Source: an optimization exercise on an open RTL-to-GDS flow (aim: a short achievable clock period and few clock cycles per item). Production flows keep margins and buffers that such runs may drop. Function was checked by simulation only, so behaviour that the tests miss may differ from the original. The clock port is modelled as an ideal driver; clocking choices that lean on that would not hold on a real chip. Power and IR drop assume default switching activity.

== north ==
// rv_core
module rv_core (
    input  logic                    clk,
    input  logic                    arst_n,
    output logic [32-1:0]        imem_addr,
    input  logic [32-1:0]        imem_data,
    output logic [32-1:0]        dmem_addr,
    output logic [32-1:0]        dmem_wdata,
    output logic                    dmem_we,
    input  logic [32-1:0]        dmem_rdata,
    output logic                    wb_en,
    output logic [5-1:0]  wb_rd,
    output logic [32-1:0]        wb_data
);
    localparam logic [6:0] OPC_OP     = 7'b0110011;
    localparam logic [6:0] OPC_OP_IMM = 7'b0010011;
    localparam logic [6:0] OPC_LUI    = 7'b0110111;
    localparam logic [6:0] OPC_LOAD   = 7'b0000011;
    localparam logic [6:0] OPC_STORE  = 7'b0100011;
    localparam logic [6:0] OPC_JAL    = 7'b1101111;
    logic [31:0] pc_f;
    logic        v_d;
    logic [31:0] ir_d;
    logic [31:0] pc_d;
    logic        is_op, is_opi, is_lui, is_ld, is_st, is_jal;
    logic        stall;
    logic [31:0] rs1_oh, rs2_oh;
    logic        q_a_ld, q_a_m, q_a_w, q_a_rf, q_a_pc;
    logic        q_b_ld, q_b_m, q_b_w, q_b_rf, q_b_imm;
    logic        q_s_ld, q_s_m, q_s_w, q_s_rf;
    logic        q_fa, q_fb, q_fs, q_dlog, q_dsll, q_dsr;
    logic        we_e, ld_e, st_e;
    logic [4:0]  rd_e;
    logic [31:0] a_e, b_e, sd_e;
    logic        fs_e;
    logic        e_add, e_sub, e_slt, e_xor, e_or, e_and, e_sra;
    logic [31:0] res_e;
    logic        we_m, ld_m, st_m;
    logic [4:0]  rd_m;
    logic [31:0] res_m;
    logic [31:0] addr_m;
    logic [31:0] sd_m;
    logic [4:0]  rd_w;
    logic [31:0] res_w;
    logic        wb_en_q;
    logic [4:0]  wb_rd_q;
    logic [31:0] wb_data_q;
    logic [6:0] opc_f;
    logic [4:0] rs1_f, rs2_f;
    logic       op_f, opi_f, lui_f, ld_f, st_f, jal_f;
    logic       use1_f, use2_f;
    assign opc_f   = imem_data[6:0];
    assign rs1_f   = imem_data[19:15];
    assign rs2_f   = imem_data[24:20];
    assign op_f    = (opc_f == OPC_OP);
    assign opi_f   = (opc_f == OPC_OP_IMM);
    assign lui_f   = (opc_f == OPC_LUI);
    assign ld_f    = (opc_f == OPC_LOAD);
    assign st_f    = (opc_f == OPC_STORE);
    is_jal_op jal_dec (
        .opc (opc_f),
        .jal (jal_f)
    );
    assign use1_f  = op_f || opi_f || ld_f || st_f;
    assign use2_f  = op_f || st_f;
  ...
For scale: about 6000 cells after synthesis, roughly 200 I/O pins, about 0.076 sq mm of cells after synthesis.
==> flow/config.mk <==
export PLATFORM = sky130hd
export DESIGN_NAME = rv_core
export DESIGN_NICKNAME = rv_core
export VERILOG_FILES = /design/flow/design.v
export SDC_FILE = /design/flow/constraint.sdc
export NUM_CORES = 8
export LEC_CHECK = 0
export CAP_MARGIN = 20
export CORE_MARGIN = 2
export CORE_UTILIZATION = 70
export SETUP_SLACK_MARGIN = 1.5
export SLEW_MARGIN = 20
export SYNTH_HIERARCHICAL = 1
==> flow/constraint.sdc <==
create_clock -name core_clock -period 11.0 [get_ports {clk}]
set_input_delay 2.2000 -clock core_clock [delete_from_list [all_inputs] [get_ports {clk}]]
set_output_delay 2.2000 -clock core_clock [all_outputs]
set_load 0.01 [all_outputs]
standard.sh (not shown) runs the stock make flow with config.mk's settings and CLKGATE_MAP_FILE= SYNTH_SCRIPT=/design/flow/synth_recipe.tcl, a recipe that flattens the netlist after the stock synthesis.
==> flow/flow/run.sh <==
#!/bin/bash
# Standard ORFS layout with these changes:
# - adders are left to ABC (no full-adder cell extraction);
# - repair_timing aims for a setup slack far above the 11 ns clock's, and
#   may resize cells across footprints, so paths are optimised well below
#   the clock period; after CTS more repair rounds run (post_cts.tcl);
# - the clock tree is built from buf_12/buf_16 cells, with clusters of up
#   to 20 sinks within 80 um.
set -euo pipefail
bash standard.sh SETUP_SLACK_MARGIN=7.5 ADDER_MAP_FILE= MATCH_CELL_FOOTPRINT=0 \
  POST_CTS_TCL=$PWD/flow/post_cts.tcl \
  "CTS_ARGS=-sink_clustering_enable -repair_clock_nets -sink_clustering_size 20 -sink_clustering_max_diameter 80 -buf_list {sky130_fd_sc_hd__buf_12 sky130_fd_sc_hd__buf_16} -root_buf sky130_fd_sc_hd__buf_16" \
  finish > standard.log 2>&1
==> flow/flow/post_cts.tcl <==
# Extra setup repair after clock tree synthesis: rounds with a growing
# margin, so the worst paths do not stop the repair of the others.
foreach m {7.0 7.2 7.4 7.6 7.8 8.0} {
  repair_timing -setup -setup_margin $m -repair_tns 100 -max_passes 100
}
detailed_placement
check_placement -verbose
estimate_parasitics -placement
report_worst_slack
In summary, north completed successfully, with a layout that passed the timing, DRC and antenna checks.
Testbench counts of north, summed over its fixed seeds: cycles 8,406, instrs 8,183.
Input-level comparison between south and north:
==> flow/flow/run.sh <==
#!/bin/bash
# Standard ORFS layout with these changes:
# - adders are left to ABC (no full-adder cell extraction);
# - repair_timing aims for a setup slack far above the 11 ns clock's, and
#   may resize cells across footprints, so paths are optimised well below
#   the clock period; after CTS more repair rounds run (post_cts.tcl);
# - the clock tree is built from buf_12/buf_16 cells, with clusters of up
#   to 18 sinks within 72 um;
# - before detailed placement, the flip-flops that drive only an output
#   port's buffer are put next to that buffer (pre_dpl.tcl).
set -euo pipefail
bash standard.sh SETUP_SLACK_MARGIN=7.8 ADDER_MAP_FILE= MATCH_CELL_FOOTPRINT=0 \
  POST_CTS_TCL=$PWD/flow/post_cts.tcl PRE_DETAIL_PLACE_TCL=$PWD/flow/pre_dpl.tcl \
  "CTS_ARGS=-sink_clustering_enable -repair_clock_nets -sink_clustering_size 18 -sink_clustering_max_diameter 72 -buf_list {sky130_fd_sc_hd__buf_12 sky130_fd_sc_hd__buf_16} -root_buf sky130_fd_sc_hd__buf_16" \
  finish > standard.log 2>&1
diff --git a/flow/flow/post_cts.tcl b/flow/flow/post_cts.tcl
--- a/flow/flow/post_cts.tcl
+++ b/flow/flow/post_cts.tcl
@@ -2,3 +2,3 @@
 # margin, so the worst paths do not stop the repair of the others.
-foreach m {7.0 7.2 7.4 7.6 7.8 8.0} {
+foreach m {7.2 7.4 7.6 7.8 8.0} {
   repair_timing -setup -setup_margin $m -repair_tns 100 -max_passes 100
==> flow/flow/pre_dpl.tcl (new file) <==
# Put each flip-flop that drives only an output port's buffer next to that
# buffer, before detailed placement legalizes the placement.
set block [ord::get_db_block]
set moved 0
foreach bterm [$block getBTerms] {
  if {[$bterm getIoType] ne "OUTPUT"} { continue }
  set net [$bterm getNet]
  if {$net eq "NULL"} { continue }
  set buf ""
  foreach it [$net getITerms] {
    if {[$it isOutputSignal]} { set buf [$it getInst] }
  }
  if {$buf eq ""} { continue }
  foreach it [$buf getITerms] {
    if {![$it isInputSignal]} { continue }
    set n2 [$it getNet]
    if {$n2 eq "NULL"} { continue }
    set drv ""
    set sinks 0
    foreach it2 [$n2 getITerms] {
      if {[$it2 isOutputSignal]} { set drv [$it2 getInst] } else { incr sinks }
    }
    if {$drv ne "" && $sinks == 1 && [[$drv getMaster] isSequential]} {
      set loc [$buf getLocation]
      $drv setLocation [lindex $loc 0] [lindex $loc 1]
      incr moved
    }
  }
}
puts "pre_dpl: moved $moved output flip-flops next to their port buffers"
==> comparison <==
- south against north; non-clock buffer count is up by a little under 10%.
- When south is measured against north, its slew of the pin with the lowest slew margin turns out 0.038 ns higher.
- The setup slack in south was lower than what north gave.
- Relative to north, maximum number of pins on one net before global-route repair has gone down in south.
- Compared to north, south has routed wire length 9.8 mm higher.
- met1 track demand over resource in global routing for south: 0.29 points up relative to north
For east, these inputs were changed with respect to south:
==> flow/flow/run.sh <==
#!/bin/bash
# Standard ORFS layout with these changes:
# - adders are left to ABC (no full-adder cell extraction);
# - repair_timing aims for a setup slack far above the 11 ns clock's, and
#   may resize cells across footprints, so paths are optimised well below
#   the clock period; after CTS more repair rounds run (post_cts.tcl);
# - the clock tree is built from buf_12/buf_16 cells, with clusters of up
#   to 20 sinks within 80 um;
# - before detailed placement, the flip-flops that drive only an output
#   port's buffer are put next to that buffer (pre_dpl.tcl).
set -euo pipefail
bash standard.sh SETUP_SLACK_MARGIN=7.5 ADDER_MAP_FILE= MATCH_CELL_FOOTPRINT=0 \
  POST_CTS_TCL=$PWD/flow/post_cts.tcl PRE_DETAIL_PLACE_TCL=$PWD/flow/pre_dpl.tcl \
  "CTS_ARGS=-sink_clustering_enable -repair_clock_nets -sink_clustering_size 20 -sink_clustering_max_diameter 80 -buf_list {sky130_fd_sc_hd__buf_12 sky130_fd_sc_hd__buf_16} -root_buf sky130_fd_sc_hd__buf_16" \
  finish > standard.log 2>&1
diff --git a/flow/flow/post_cts.tcl b/flow/flow/post_cts.tcl
--- a/flow/flow/post_cts.tcl
+++ b/flow/flow/post_cts.tcl
@@ -2,3 +2,3 @@
 # margin, so the worst paths do not stop the repair of the others.
-foreach m {7.2 7.4 7.6 7.8 8.0} {
+foreach m {7.0 7.2 7.4 7.6 7.8 8.0} {
   repair_timing -setup -setup_margin $m -repair_tns 100 -max_passes 100
Notes after the runs:
Area of the multi-input gates, south and east, higher one = south. On post-layout worst setup margin, east does better than south. Fraction of met3 tracks used by global routing ends up lower on east. Pre-CTS worst setup slack down 0.063 ns in east wrt south. east against south: post-synthesis to final-layout area growth decreased 1.6 points; total power of the final layout down about 1.7%. Higher global-route usage was reported by south, not east. On clock network contribution to total cell area: between south and east, it ends up higher for south. The final standard cell utilization of the core reported for east is smaller than that of south by 1.2 points. Summary of the comparison: post-layout net count is lower in east, relative to south. The run showing the greater routed wire length is south.

[separate check: timing with driven ports]
No port has a modelled driver above. Below, the same layouts with a new extraction and two added sets of constraints.
Step 1 (the two cells are an assumption about what drives the block):
set clk [get_ports {clk}]
set_driving_cell -lib_cell sky130_fd_sc_hd__clkbuf_16 $clk
set_driving_cell -lib_cell sky130_fd_sc_hd__buf_2 [delete_from_list [all_inputs] $clk]
Step 2 also shifts input and output timing later by t, the mid clock arrival at the registers, as if the neighbouring blocks saw the same clock.
a / b / c = no drivers / after step 1 / after step 2; a / b = the first two.
run | shift t [ns] | setup slack, ns | hold WS [ns] | worst setup path at the end | worst register clock-pin slew, ns
north | 0.778 | 7.572 / 7.483 / 6.894 | 0.333 / 0.333 / 0.333 | input to register | 0.10 / 0.10
south | 0.803 | 7.564 / 7.476 / 6.857 | 0.333 / 0.333 / 0.333 | input to register | 0.09 / 0.09
east | 0.780 | 7.574 / 7.483 / 6.859 | 0.329 / 0.329 / 0.329 | input to register | 0.10 / 0.10
After both steps every run listed still meets setup and hold. The setup slack of east, which loses most, moves by -0.091 ns with the drivers and by -0.715 ns with both steps.
